This is an optimization exercise on Yosys and OpenROAD, whose aim is small area, a short achievable clock period and few clock cycles, not a production implementation. No functional check of the RTL was part of this run. Power and IR drop assume default switching activity.

File: design/flow/config.mk
export PLATFORM = sky130hd
export DESIGN_NAME = systolic_mm_top
export DESIGN_NICKNAME = systolic_mm_top
export VERILOG_FILES = /design/flow/design.v
export SDC_FILE = /design/flow/constraint.sdc
export NUM_CORES = 4
export LEC_CHECK = 0
export ABC_CLOCK_PERIOD_IN_PS = 3000
export CAP_MARGIN = 20
export CORE_MARGIN = 2
export CORE_UTILIZATION = 40
export CTS_CLUSTER_DIAMETER = 80
export CTS_CLUSTER_SIZE = 25
export SLEW_MARGIN = 20
File: design/flow/constraint.sdc
create_clock -name core_clock -period 10.0 [get_ports {clk}]
set_input_delay 2.0000 -clock core_clock [delete_from_list [all_inputs] [get_ports {clk}]]
set_output_delay 2.0000 -clock core_clock [all_outputs]
set_load 0.01 [all_outputs]
File: design/flow/design.v
package systolic_mm_pkg;
    typedef logic [4-1:0] data_t;
    typedef logic [16-1:0] accum_t;
    typedef logic [$clog2((8 / 4))-1:0] tile_idx_t;
    typedef logic [$clog2((8 * 8))-1:0] elem_idx_t;
    typedef logic [$clog2((2 * 4 - 1)+1)-1:0] step_t;
    typedef logic [(8 * 8)*4-1:0] matrix_t;
    typedef logic [4*4-1:0] edge_t;
    typedef logic [4*4*16-1:0] tile_sums_t;
    typedef struct packed {
        edge_t left;
        edge_t top;
    } feed_t;
    typedef struct packed {
        tile_idx_t ib;
        tile_idx_t jb;
        tile_idx_t kb;
    } tile_pos_t;
    typedef struct packed {
        elem_idx_t index;
        accum_t value;
    } result_word_t;
    typedef enum logic [2:0] {IDLE, CLEAR, STREAM, FLUSH, COLLECT, NEXT, DRAIN} seq_state_t;
endpackage
`timescale 1ns/10ps
module systolic_mm_top (
    input  logic                          clk,
    input  logic                          rst,
    input  logic                          in_req,
    input  systolic_mm_pkg::data_t        in_data,
    output logic                          in_ack,
    output logic                          out_req,
    output systolic_mm_pkg::result_word_t out_word,
    input  logic                          out_ack,
    output logic                          done
);
    logic [6:0] ph65;
    logic [3:0] ph16;
    logic [7:0] t;
    logic [6:0] tgt_a;
    logic [3:0] d_q;
    logic [2:0] kb_q;
    logic ack_q;
    logic wa_q;
    logic wb1_q;
    logic wb2_pre;
    logic wb2_q;
    wire a_ph = (t[7:6] == 2'b00);
    wire b_ph = (t[7:6] == 2'b01);
    wire t_zero = (t == 8'd0);
    wire b_align = (ph16 == ({t[2:0], 1'b0} - 4'd1));
    wire can_ack = (a_ph & (t_zero | (ph65 == tgt_a))) | (b_ph & b_align);
    wire ack = in_req & ~in_ack & can_ack;
    wire ack_last = ack & (t == 8'd127);
    logic [3:0] ra [65];
    logic [3:0] rb [4][16];
    always_ff @(posedge clk) begin
        ra[0] <= wa_q ? d_q : ra[64];
        for (int n = 1; n < 65; n++) ra[n] <= ra[n-1];
    end
    for (genvar m = 0; m < 4; m++) begin : g_rb
        wire we = (wb1_q | wb2_q) & (kb_q[1:0] == 2'(m));
        always_ff @(posedge clk) begin
            rb[m][0] <= we ? d_q : rb[m][15];
            for (int n = 1; n < 16; n++) rb[m][n] <= rb[m][n-1];
        end
    end
    always_ff @(posedge clk) begin
        if (!in_ack) begin
            d_q <= in_data;
            kb_q <= t[5:3];
        end
        if (rst) begin
            in_ack <= 1'b0;
            ack_q <= 1'b0;
            wa_q <= 1'b0;
            wb1_q <= 1'b0;
            wb2_pre <= 1'b0;
            wb2_q <= 1'b0;
        end else begin
            in_ack <= in_req & (in_ack | can_ack);
            ack_q <= ack;
            wa_q <= ack & a_ph;
            wb1_q <= ack & b_ph & ~t[5];
            wb2_pre <= ack & b_ph & t[5];
            wb2_q <= wb2_pre;
        end
    end
    logic [6:0] cw;         
    logic [10:0] oval;
    logic loaded;           
    logic [31:0] hold;
    logic [2:0] hrow, hrow_d1, hrow_d2;
    logic hv, hv_d1, hv_d2;
    logic hl_q;
    logic [2:0] want_q;
    logic [8:0] sa, sb;
    logic [9:0] acc;
    wire out_ph = t[7] | (t == 8'd127);
    wire lw = ~out_req & ~loaded & ~cw[6] & out_ph
              & (ph16 == {cw[2:0] + 3'd6, 1'b1})
              & hv_d1 & (hrow_d1 == cw[5:3]) & hv_d2 & (hrow_d2 == cw[5:3]);
    wire rise = ~out_req & ~out_ack & (loaded | lw) & (t[7] | ack_last);
    wire row_end = cw[2] & (cw[1] | cw[0]) & ~cw[6] & (cw[5:3] != 3'd7)
                   & (ph16 == 4'd9) & hv & (hrow == cw[5:3]);
    wire [2:0] want = cw[5:3] + {2'b00, row_end};
    logic [6:0] tgt_row;
    always_comb begin
        case (want)
            3'd0: tgt_row = 7'd54;
            3'd1: tgt_row = 7'd5;
            3'd2: tgt_row = 7'd21;
            3'd3: tgt_row = 7'd37;
            3'd4: tgt_row = 7'd53;
            3'd5: tgt_row = 7'd4;
            3'd6: tgt_row = 7'd20;
            default: tgt_row = 7'd36;
        endcase
    end
    wire hl = (t[7] | t[6]) & ~cw[6] & (ph65 == tgt_row) & ph16[0]
              & ~(hv & (hrow == want));
    always_ff @(posedge clk) begin
        for (int k = 0; k < 8; k++) begin
            hold[4*k +: 4] <= hl_q ? ra[54 - 2*k] : hold[4*((k+4)%8) +: 4];
        end
    end
    always_ff @(posedge clk) begin
        sa <= 9'(hold[3:0] * rb[0][10]) + 9'(hold[7:4] * rb[1][10]);
        sb <= 9'(hold[11:8] * rb[2][10]) + 9'(hold[15:12] * rb[3][10]);
        acc <= 10'(sa) + 10'(sb);
    end
    always_ff @(posedge clk) begin
        if (lw) oval <= 11'(acc) + 11'(sa) + 11'(sb);
    end
    assign out_word = {cw[5:0], 5'd0, oval};
    always_ff @(posedge clk) begin
        hrow_d1 <= hrow;
        hv_d1 <= hv;
        hrow_d2 <= hrow_d1;
        hv_d2 <= hv_d1;
        want_q <= want;
        if (rst) begin
            t <= '0;
            out_req <= 1'b0;
            done <= 1'b0;
            loaded <= 1'b0;
            hv <= 1'b0;
            hl_q <= 1'b0;
            cw <= '0;
            ph65 <= '0;
            ph16 <= '0;
            tgt_a <= '0;
        end else begin
            ph65 <= (ph65 == 7'd64) ? 7'd0 : ph65 + 7'd1;
            ph16 <= ph16 + 4'd1;
            hl_q <= hl;
            if (ack_q) begin
                t <= t + 8'd1;
                if (t_zero) begin
                    ph65 <= 7'd1;
                    ph16 <= 4'd1;
                    tgt_a <= 7'd1;
                    cw <= '0;
                    hv <= 1'b0;
                    done <= 1'b0;
                end else begin
                    tgt_a <= (tgt_a >= 7'd63) ? tgt_a - 7'd63 : tgt_a + 7'd2;
                end
            end
            if (hl_q) begin
                hrow <= want_q;
                hv <= 1'b1;
            end
            loaded <= (loaded | lw) & ~rise;
            if (out_req & out_ack) begin
                out_req <= 1'b0;
                cw <= cw + 7'd1;
            end else if (rise) begin
                out_req <= 1'b1;
            end
            if (cw[6] & t[7] & ~out_req & ~out_ack) begin
                done <= 1'b1;
                t <= '0;
            end
        end
    end
endmodule
File: design/flow/flow/run.sh
#!/bin/bash
set -euo pipefail
bash standard.sh \
  "BUFFER_PORTS_ARGS=-buffer_cell sky130_fd_sc_hd__buf_4" \
  SETUP_SLACK_MARGIN=6.9 \
  finish > make_finish.log 2>&1
File: design/flow/standard.sh
#!/bin/bash
# synth_recipe.tcl (not shown) runs the flow's synth.tcl, then flattens the netlist and writes it again
# the make line also repeats each setting of config.mk as NAME=value (left out here)
make -C /OpenROAD-flow-scripts/flow DESIGN_CONFIG=/design/flow/config.mk WORK_HOME=/design/flow/orfs CLKGATE_MAP_FILE= SYNTH_SCRIPT=/design/flow/synth_recipe.tcl "${@:-finish}"
==> impl_metrics.yaml <==
logic_synthesis:
  syn_area_per_cell_um2: 14.02
  synthFlopType: "dfxtp_1"
  synth.distinct_cells: 62
  yosysWarnings: 3
  synth_area_leaders: "dfxtp_1 (68%), fa_1 (5.1%), ha_1 (5.0%), edfxtp_1 (3.2%), mux2_2 (3.2%)"
  ys_ff_latch: 651
  synth.most_common_cell: "dfxtp_1"
  synth_top_area_share: 0.6835
  synth_cells: 1318
  synth_edf_count: 20
  yosys-top-cells-count: "dfxtp_1 (631), inv_1 (91), ha_1 (74), mux2_2 (52), and2_1 (49)"
  synthArstFlopShare: 0
  seq_area_frac_synth: 0.7160
  synth_area_leader_cell: "dfxtp_1"
  netlist_area_mm2: 0.01848
clock_network:
  cts_buffers: 31
  clk_path_buf_depth: 3
  clock_latency_ns: 0.59
  clock-sinks: 651
  htree_num_levels: 1
  cts_hold_buffers: 0
  clockRootBuffer: "clkbuf_16"
  path_clk_slew_ns: 0.09
  cts_tree: "yes"
detailed_routing:
  drt-total-wl_um: 25830
  wire_per_inst_um: 13.05
  vias: 8489
  drt_iter0_markers: 436
  post-route-drc-count: 0
  detail_route.vias_per_cell: 4.287
  ant_nets: 0
  firstDrtPassIters: 4
job:
  cap_viol_max_count: 0
setup_path:
  worstSetupPathType: "reg -> reg"
  required_ns: 10.49
  crit_arrival_ns: 4.05
  slowest_delay_ns: 0.56
  path_cells: "nand2_4, fa_1, fa_1, fa_1, inv_2, fa_1, inv_1, fa_2, inv_2, a21o_1, a21oi_2, o21bai_1, a21oi_1, xnor2_1"
  crit_path_frequent_cell: "fa_1"
  cp_max_fo: 2
  slowest_stage: "fa_1"
  end_kind: "flop"
  cp-start-kind: "flop"
global_routing:
  antenna_found_initial: 1
  grt_max_degree: 34
  grt_overflow: 0
  grtUsageMet3: 0.01802
  top_usage_layer: "met2"
  gr-usage-met1: 0.1534
  grt.total_usage: 0.1116
  grt_pass1_wl_um: 42900
  grt_pass1_vias: 8559
  use_met2: 0.1810
die:
  core-area_mm2: 0.04548
  die_w_um: 219.0
  std_cell_rows: 78
  start_util: 0.4064
  io_pins: 33
  dieArea_mm2: 0.04794
  die_y_um: 219.0
power_and_ir_drop:
  power_frac_comb: 0.009
  power.internal_mw: 3.244
  leakagePower_nw: 8.733
  powerDensity_mw_per_mm2: 196.1
  p_sw_frac: 0.1972
  switching_power_uw: 796.8
  power.share.clock: 0.332
  seqPwrFrac: 0.659
  ir_worst_vdd_v: 0.0001213
timing:
  rsz0062_at_grt: "yes"
  hold_viol: 0
  slew-limit-headroom: 0.5418
  finalSetupViolCount: 0
  tns_ns: 0
  worst_hold_slack_ns: 0.3236
  fmax_mhz: 280.4
  worstMarginPinSlew_ns: 0.6859
  fin_skew_ns: 0.01221
  finalMaxSlewViolations: 0
  period_share: 0.3567
  period_minus_slack_ns: 3.567
placement:
  dp_hpwl_um: 17690
  placed_cell_area_mm2: 0.01938
  place_congestion: 0.7861
  portBuffers: 27
finish:
  finish.net_count: 1501
  areaGrowthSynthToFinish_pct: 11.47
  stdcell_area_mm2: 0.02060
  drive_above_1_share: 0.1537
outcome:
  status: "no timing/DRC/antenna violations"
min_path:
  hp-class: "reg -> reg"
-- power groups by stage --
stage               Sequential (mW)  Clock (mW)  Combinational (mW)
floorplan                      2.72           0              0.0290
global placement               2.73           0              0.0345
detailed placement             2.73           0              0.0352
CTS                            2.67        1.40              0.0357
global route                   2.67        1.49              0.0397
finish                         2.66        1.34              0.0353
-- layout by cell type (no fill, tap or decap), drive strengths merged, types with 4 or more instances in the layout --
cell,instances
dfxtp,631
inv,96
ha,74
mux2,53
and2,49
buf,49
nor2,48
fa,47
nand2,43
xnor2,34
clkbuf,33
a21oi,30
xor2,20
edfxtp,20
o21ai,19
nand3,16
nand4,12
nor3,10
a21o,8
nor2b,7
and3,7
nand2b,5
conb,5
o21bai,4
or3,4
o211ai,4
nor4b,4
-- critical path, delay by kind of cell (launching register included) --
kind            cells  cell delay [ns]
flops               1             0.38
buf+inv             3             0.15
compound gates      4             0.39
xor+xnor            1             0.12
simple gates        1             0.05
fa+ha+maj           5             2.36
-- layout make-up --
type                       instances  area (um^2)
fill                            4123        24880
sequential                       651        13320
multi-input combinational        547         4856
clock buffer                      33        804.5
tap                              600        750.7
timing repair buffer              49        450.4
inverter                          92        345.3
clock inverter                     7        70.07
antenna                            1        2.502
-- routing by layer --
metal	share of wire	wire length, um
met5	0	0
met4	0.024	626
met3	0.033	848
met2	0.45	11730
met1	0.49	12630
-- through the flow --
| step | setup WS (ns) | total power, mW | util | std cells |
|---|---|---|---|---|
| final | 6.433 | 4.041 | 0.4530 | 1980 |
| after global routing | 6.294 | 4.202 | 0.4529 | 1979 |
| after CTS | 6.425 | 4.101 | 0.4506 | 1976 |
| after detailed placement | 6.339 | 2.767 | 0.4261 | 1919 |
| after global placement | 6.398 | 2.766 | 0.4261 | 1919 |
| after floorplan | 6.521 | 2.749 | - | 1322 |
-- repair_timing --
item | in CTS | in global routing
gates resized for setup | 48 | 29
setup buffers | 17 | 3
endpoints found under the setup margin | 32 | 32
pin swaps | 16 | 12
endpoints found under the hold margin | 0 | 0
-- final timing paths --
kind	start	to	slack, ns	cells past startpoint
max	hold[1]	sa[8]	6.43	14
min	rb[57][2]	rb[58][2]	0.32	0
min reg2reg	rb[57][2]	rb[58][2]	0.32	0
max reg2reg	hold[1]	sa[8]	6.43	14
-- cells by family after synthesis --
kind of cell               synth area share
AOI/OAI and AO/OA                   0.02904
xor gates and xnor gates            0.02681
adders and majority gates            0.1010
buffers and inverters               0.02782
DFF                                  0.7160
muxes                               0.03283
other                             0.0002029
and+or+nand+nor                     0.06628
-- flip-flops by register name (all words and copies together), names as in the netlist, 4 cells and up --
name   count
cw         7
sb         9
ra       260
t          8
acc       10
hold      32
rb       256
d_q        4
oval      11
tgt_a      7
ph16       4
ph65       7
sa         9

## what the ideal ports hide
No port has a modelled driver above. Below, the same layout with a new extraction and two added sets of constraints. Step 1, drivers: a clkbuf_16 drives clk and a buf_2 each remaining input, both assumed. Step 2 times the ports against the registers' clock, not the clock port: input delays grow and output delays shrink by t, the midpoint of the rising clock arrivals with the driver on. Three values: ideal ports, drivers, drivers and shift; two values: the first two.
t (ns): 0.643
setup slack, ns: 6.433 / 6.433 / 6.433
hold slack, ns: 0.324 / 0.324 / 0.324
latest minus earliest clock arrival (ns): 0.015 / 0.014
worst slew at a driven data input, ns: 0.03
After both steps setup and hold are still met in this run. For this run, drivers alone change the setup slack by 0.000 ns; drivers and shift together by 0.000 ns.
